This design comes from an exercise in tuning for small area and a short achievable clock period on the open sky130 flow, not from production work. Only simulation tests tie the RTL to the original design; equivalence was not proved. No activity file was given, so power comes from the tool's default toggle rates.

## JK
// cpu_top
module cpu_top (
    input  logic        in_clk,
    input  logic        in_rst,
    input  logic        instr_valid,
    input  logic [31:0] instr,
    output logic        wb_valid,
    output logic [4:0]  wb_addr,
    output logic [31:0] wb_data
);
Size in the first run: about 4100 cells after synthesis, roughly 1300 flip-flops, roughly 73 I/O pins, ~55000 um2 of cells after synthesis.
export LEC_CHECK = 0
export CAP_MARGIN = 20
export CORE_MARGIN = 2
export CORE_UTILIZATION = 30
export CTS_CLUSTER_DIAMETER = 80
export CTS_CLUSTER_SIZE = 25
export PLACE_DENSITY = 0.75
export SETUP_SLACK_MARGIN = 3.2
export SLEW_MARGIN = 20
export TNS_END_PERCENT = 5
create_clock -name core_clock -period 6.0 [get_ports {in_clk}]
run.sh (not shown) runs the stock make flow with config.mk's settings and CLKGATE_MAP_FILE= SYNTH_SCRIPT=/design/flow/synth_recipe.tcl, a recipe that flattens the netlist after the stock synthesis.
JK went all the way through synthesis, placement and routing and the layout is clean on timing, DRC and antenna.
The inputs of MS differ from those of JK as listed below.
--- a/flow/design.v
+++ b/flow/design.v
@@ -1,17 +1,19 @@
 `timescale 1ns/1ps
 module reg_file (
     input  logic        in_clk,
     input  logic        in_rst,
-    input  logic [4:0]  rs_next,
-    input  logic [4:0]  rt_next,
+    input  logic [3:0]  rs_lo,
+    input  logic [7:0]  rs_hi,
+    input  logic [3:0]  rt_lo,
+    input  logic [7:0]  rt_hi,
     output logic [31:0] rs_data,
     output logic [31:0] rt_data,
     input  logic        wr_valid,
     input  logic [4:0]  wr_addr,
     input  logic [31:0] wr_data
 );
     localparam int reg_count = 32;
     logic [31:0]          regs [1:reg_count-1];
     logic [reg_count-1:1] vld;
     always_ff @(posedge in_clk or posedge in_rst)
     begin
@@ -34,30 +36,28 @@
     begin
         for (int i = 1; i < reg_count; i++)
         begin
             if (wr_valid && (wr_addr == 5'(i)))
             begin
                 regs[i] <= wr_data;
             end
         end
     end
     logic [reg_count-1:1] rs_sel;
     logic [reg_count-1:1] rt_sel;
-    always_ff @(posedge in_clk)
+    always_comb
     begin
         for (int i = 1; i < reg_count; i++)
         begin
-            rs_sel[i] <= (rs_next == 5'(i))
-                         && (vld[i] || (wr_valid && (wr_addr == 5'(i))));
-            rt_sel[i] <= (rt_next == 5'(i))
-                         && (vld[i] || (wr_valid && (wr_addr == 5'(i))));
+            rs_sel[i] = vld[i] && rs_lo[i % 4] && rs_hi[i / 4];
+            rt_sel[i] = vld[i] && rt_lo[i % 4] && rt_hi[i / 4];
         end
     end
     always_comb
     begin
         rs_data = '0;
         rt_data = '0;
         for (int i = 1; i < reg_count; i++)
         begin
             rs_data = rs_data | (regs[i] & {32{rs_sel[i]}});
             rt_data = rt_data | (regs[i] & {32{rt_sel[i]}});
         end
@@ -217,22 +217,26 @@
     assign inv = op[b_sub] | op[b_slt] | op[b_sltu];
     assign wr_valid = instr_valid && known && (dest != '0);
     logic        fd_valid;
     logic [10:0] fd_op;
     logic        fd_inv;
     logic        fd_use_rs;
     logic        fd_use_rt;
     logic        fd_use_lui;
     logic        fd_sign_ext;
     logic [15:0] fd_imm;
     logic [4:0]  fd_dest;
+    logic [3:0]  fd_rs_lo;
+    logic [7:0]  fd_rs_hi;
+    logic [3:0]  fd_rt_lo;
+    logic [7:0]  fd_rt_hi;
     logic        fd_rs_ex_hit;
     logic        fd_rt_ex_hit;
     logic        fd_rs_wb_hit;
     logic        fd_rt_wb_hit;
     forward_unit u_fwd_rs (
         .src       (rs),
         .used      (use_rs),
         .dec_valid (fd_valid),
         .dec_addr  (fd_dest),
         .exe_valid (exe_valid),
         .exe_addr  (exe_dest),
@@ -262,37 +266,43 @@
     end
     always_ff @(posedge in_clk)
     begin
         fd_op        <= op;
         fd_inv       <= inv;
         fd_use_rs    <= use_rs;
         fd_use_rt    <= use_rt;
         fd_use_lui   <= use_lui;
         fd_sign_ext  <= sign_ext;
         fd_imm       <= instr[15:0];
         fd_dest      <= dest;
+        fd_rs_lo     <= 4'b1 << rs[1:0];
+        fd_rs_hi     <= 8'b1 << rs[4:2];
+        fd_rt_lo     <= 4'b1 << rt[1:0];
+        fd_rt_hi     <= 8'b1 << rt[4:2];
         fd_rs_ex_hit <= rs_ex_hit;
         fd_rt_ex_hit <= rt_ex_hit;
         fd_rs_wb_hit <= rs_wb_hit;
         fd_rt_wb_hit <= rt_wb_hit;
     end
     logic [31:0] rs_val;
     logic [31:0] rt_val;
     logic [31:0] imm_ext;
     logic [31:0] op_a;
     logic [31:0] op_b;
     reg_file u_reg_file (
         .in_clk   (in_clk),
         .in_rst   (in_rst),
-        .rs_next  (rs),
-        .rt_next  (rt),
+        .rs_lo    (fd_rs_lo),
+        .rs_hi    (fd_rs_hi),
+        .rt_lo    (fd_rt_lo),
+        .rt_hi    (fd_rt_hi),
         .rs_data  (rs_val),
         .rt_data  (rt_val),
         .wr_valid (wb_valid),
         .wr_addr  (wb_addr),
         .wr_data  (wb_data)
     );
     always_comb
     begin
         if (fd_use_lui)
         begin
             imm_ext = {fd_imm, 16'b0};
==> run notes <==
On MS: multiplexer share of the synthesized area is 0.34 points lower than what JK gave.
Delta(clock latency of the later-clocked register in the worst-skew pair, MS - JK) < 0
Between JK and MS, the difference in hold slack is negligible.
The number of buffers created by CTS in MS sits 3 below the value recorded for JK.
Re routed wire length: JK and MS aren't equal, and the lower value belongs to MS.
MS ends up with a final design instance area without fill that is 1.2% lower than in JK.
Area growth from synthesis to layout: MS vs JK up 0.32 points
Sort JK and MS by flip-flop and latch count, ascending, and MS comes first.
The run showing the smaller final critical-path setup slack is JK.
When MS is measured against JK, its simple-gate share of the synthesized area turns out 0.30 points higher.
Post-placement setup slack, JK and MS: larger value in JK

---

exp/zinc:
cpu_top again, from the RTL that the note above started with.
export LEC_CHECK = 0
export CAP_MARGIN = 20
export CORE_MARGIN = 2
export CORE_UTILIZATION = 30
export CTS_CLUSTER_DIAMETER = 80
export CTS_CLUSTER_SIZE = 25
export PLACE_DENSITY = 0.75
export SETUP_SLACK_MARGIN = 3.2
export SLEW_MARGIN = 20
export TNS_END_PERCENT = 5
create_clock -name core_clock -period 6.0 [get_ports {in_clk}]
standard.sh (not shown) runs the stock make flow with config.mk's settings and CLKGATE_MAP_FILE= SYNTH_SCRIPT=/design/flow/synth_recipe.tcl, a recipe that flattens the netlist after the stock synthesis.
==> flow/flow/run.sh <==
#!/bin/bash
# Own flow: the standard layout (standard.sh, unchanged synthesis), with
# one change: the port buffers that global placement inserts are
# sky130_fd_sc_hd__buf_4 cells instead of the default pick, a slow delay
# buffer. Every input and output port still gets its buffer.
# make's output goes to standard.log; ORFS writes each step's log under
# orfs/logs.
set -euo pipefail
bash standard.sh "BUFFER_PORTS_ARGS=-buffer_cell sky130_fd_sc_hd__buf_4" finish > standard.log 2>&1
exp/zinc completed; timing, DRC and antenna clean
Input-level comparison between exp/amber and exp/zinc:
diff --git a/flow/design.v b/flow/design.v
--- a/flow/design.v
+++ b/flow/design.v
@@ -1,48 +1,75 @@
 `timescale 1ns/1ps
 module reg_file (
     input  logic        in_clk,
     input  logic        in_rst,
     input  logic [4:0]  rs_next,
     input  logic [4:0]  rt_next,
     output logic [31:0] rs_data,
     output logic [31:0] rt_data,
+    input  logic        wr_next_valid,
+    input  logic [4:0]  wr_next_addr,
     input  logic        wr_valid,
     input  logic [4:0]  wr_addr,
     input  logic [31:0] wr_data
 );
     localparam int reg_count = 32;
     logic [31:0]          regs [1:reg_count-1];
     logic [reg_count-1:1] vld;
+    logic [3:0]           we_lo;
+    logic [7:0]           we_hi;
+    logic [reg_count-1:1] we;
+    always_ff @(posedge in_clk or posedge in_rst)
+    begin
+        if (in_rst)
+        begin
+            we_lo <= '0;
+        end
+        else
+        begin
+            we_lo <= wr_next_valid ? (4'b1 << wr_next_addr[1:0]) : 4'b0;
+        end
+    end
+    always_ff @(posedge in_clk)
+    begin
+        we_hi <= 8'b1 << wr_next_addr[4:2];
+    end
+    always_comb
+    begin
+        for (int i = 1; i < reg_count; i++)
+        begin
+            we[i] = we_lo[i % 4] && we_hi[i / 4];
+        end
+    end
     always_ff @(posedge in_clk or posedge in_rst)
     begin
         if (in_rst)
         begin
             vld <= '0;
         end
         else
         begin
             for (int i = 1; i < reg_count; i++)
             begin
-                if (wr_valid && (wr_addr == 5'(i)))
+                if (we[i])
                 begin
                     vld[i] <= 1'b1;
                 end
             end
         end
     end
     always_ff @(posedge in_clk)
     begin
         for (int i = 1; i < reg_count; i++)
         begin
-            if (wr_valid && (wr_addr == 5'(i)))
+            if (we[i])
             begin
                 regs[i] <= wr_data;
             end
         end
     end
     logic [reg_count-1:1] rs_sel;
     logic [reg_count-1:1] rt_sel;
     always_ff @(posedge in_clk)
     begin
         for (int i = 1; i < reg_count; i++)
         begin
@@ -279,22 +306,24 @@
     logic [31:0] rt_val;
     logic [31:0] imm_ext;
     logic [31:0] op_a;
     logic [31:0] op_b;
     reg_file u_reg_file (
         .in_clk   (in_clk),
         .in_rst   (in_rst),
         .rs_next  (rs),
         .rt_next  (rt),
         .rs_data  (rs_val),
         .rt_data  (rt_val),
+        .wr_next_valid (exe_valid),
+        .wr_next_addr  (exe_dest),
         .wr_valid (wb_valid),
         .wr_addr  (wb_addr),
         .wr_data  (wb_data)
     );
     always_comb
     begin
         if (fd_use_lui)
         begin
             imm_ext = {fd_imm, 16'b0};
         end
         else if (fd_sign_ext)
Findings:
- In terms of internal power, exp/zinc and exp/amber differ only marginally.
- Relative to exp/zinc, exp/amber improves total power.
- Route | exp/amber vs exp/zinc | wire longer in exp/amber
- Compared with exp/zinc, in exp/amber data required time at the worst endpoint went up by 0.02 ns; standard-cell row count grew by about 0.6%; worst hold slack now sits higher; final net count increased 51.
- Synthesis left exp/amber with more flip-flops than exp/zinc.
- Any difference in area share of xor/xnor cells in the synthesized design between exp/zinc and exp/amber is small enough to ignore.
- Between exp/zinc and exp/amber, the cell count went up.
- exp/amber against exp/zinc; die area is up slightly.
- exp/amber vs exp/zinc: die outline width up

[afterwards: timing with drivers on the ports]
No port has a modelled driver above. Below, the same layouts with a new extraction and two added sets of constraints. Step 1 (the two cells are an assumption about what drives the block):
set clk [get_ports {in_clk}]
set_driving_cell -lib_cell sky130_fd_sc_hd__clkbuf_16 $clk
set_driving_cell -lib_cell sky130_fd_sc_hd__buf_2 [delete_from_list [all_inputs] $clk]
Step 2 times the ports against the registers' clock, not the clock port: input delays grow and output delays shrink by t, the midpoint of the rising clock arrivals with the driver on. Slacks: ideal ports / drivers / drivers and shift; pairs: ideal ports / drivers.
run	shift t [ns]	slack for setup (ns)	worst hold slack (ns)
JK	0.825	2.612 / 2.612 / 2.456	0.334 / 0.334 / 0.334
MS	0.819	2.935 / 2.935 / 2.512	0.336 / 0.336 / 0.336
exp/zinc	0.812	2.610 / 2.610 / 2.301	0.319 / 0.319 / 0.319
exp/amber	0.821	2.765 / 2.765 / 2.764	0.334 / 0.334 / 0.334
After both steps every run listed still meets setup and hold. For MS, which loses most, drivers alone change the setup slack by 0.000 ns; drivers and shift together by -0.423 ns.
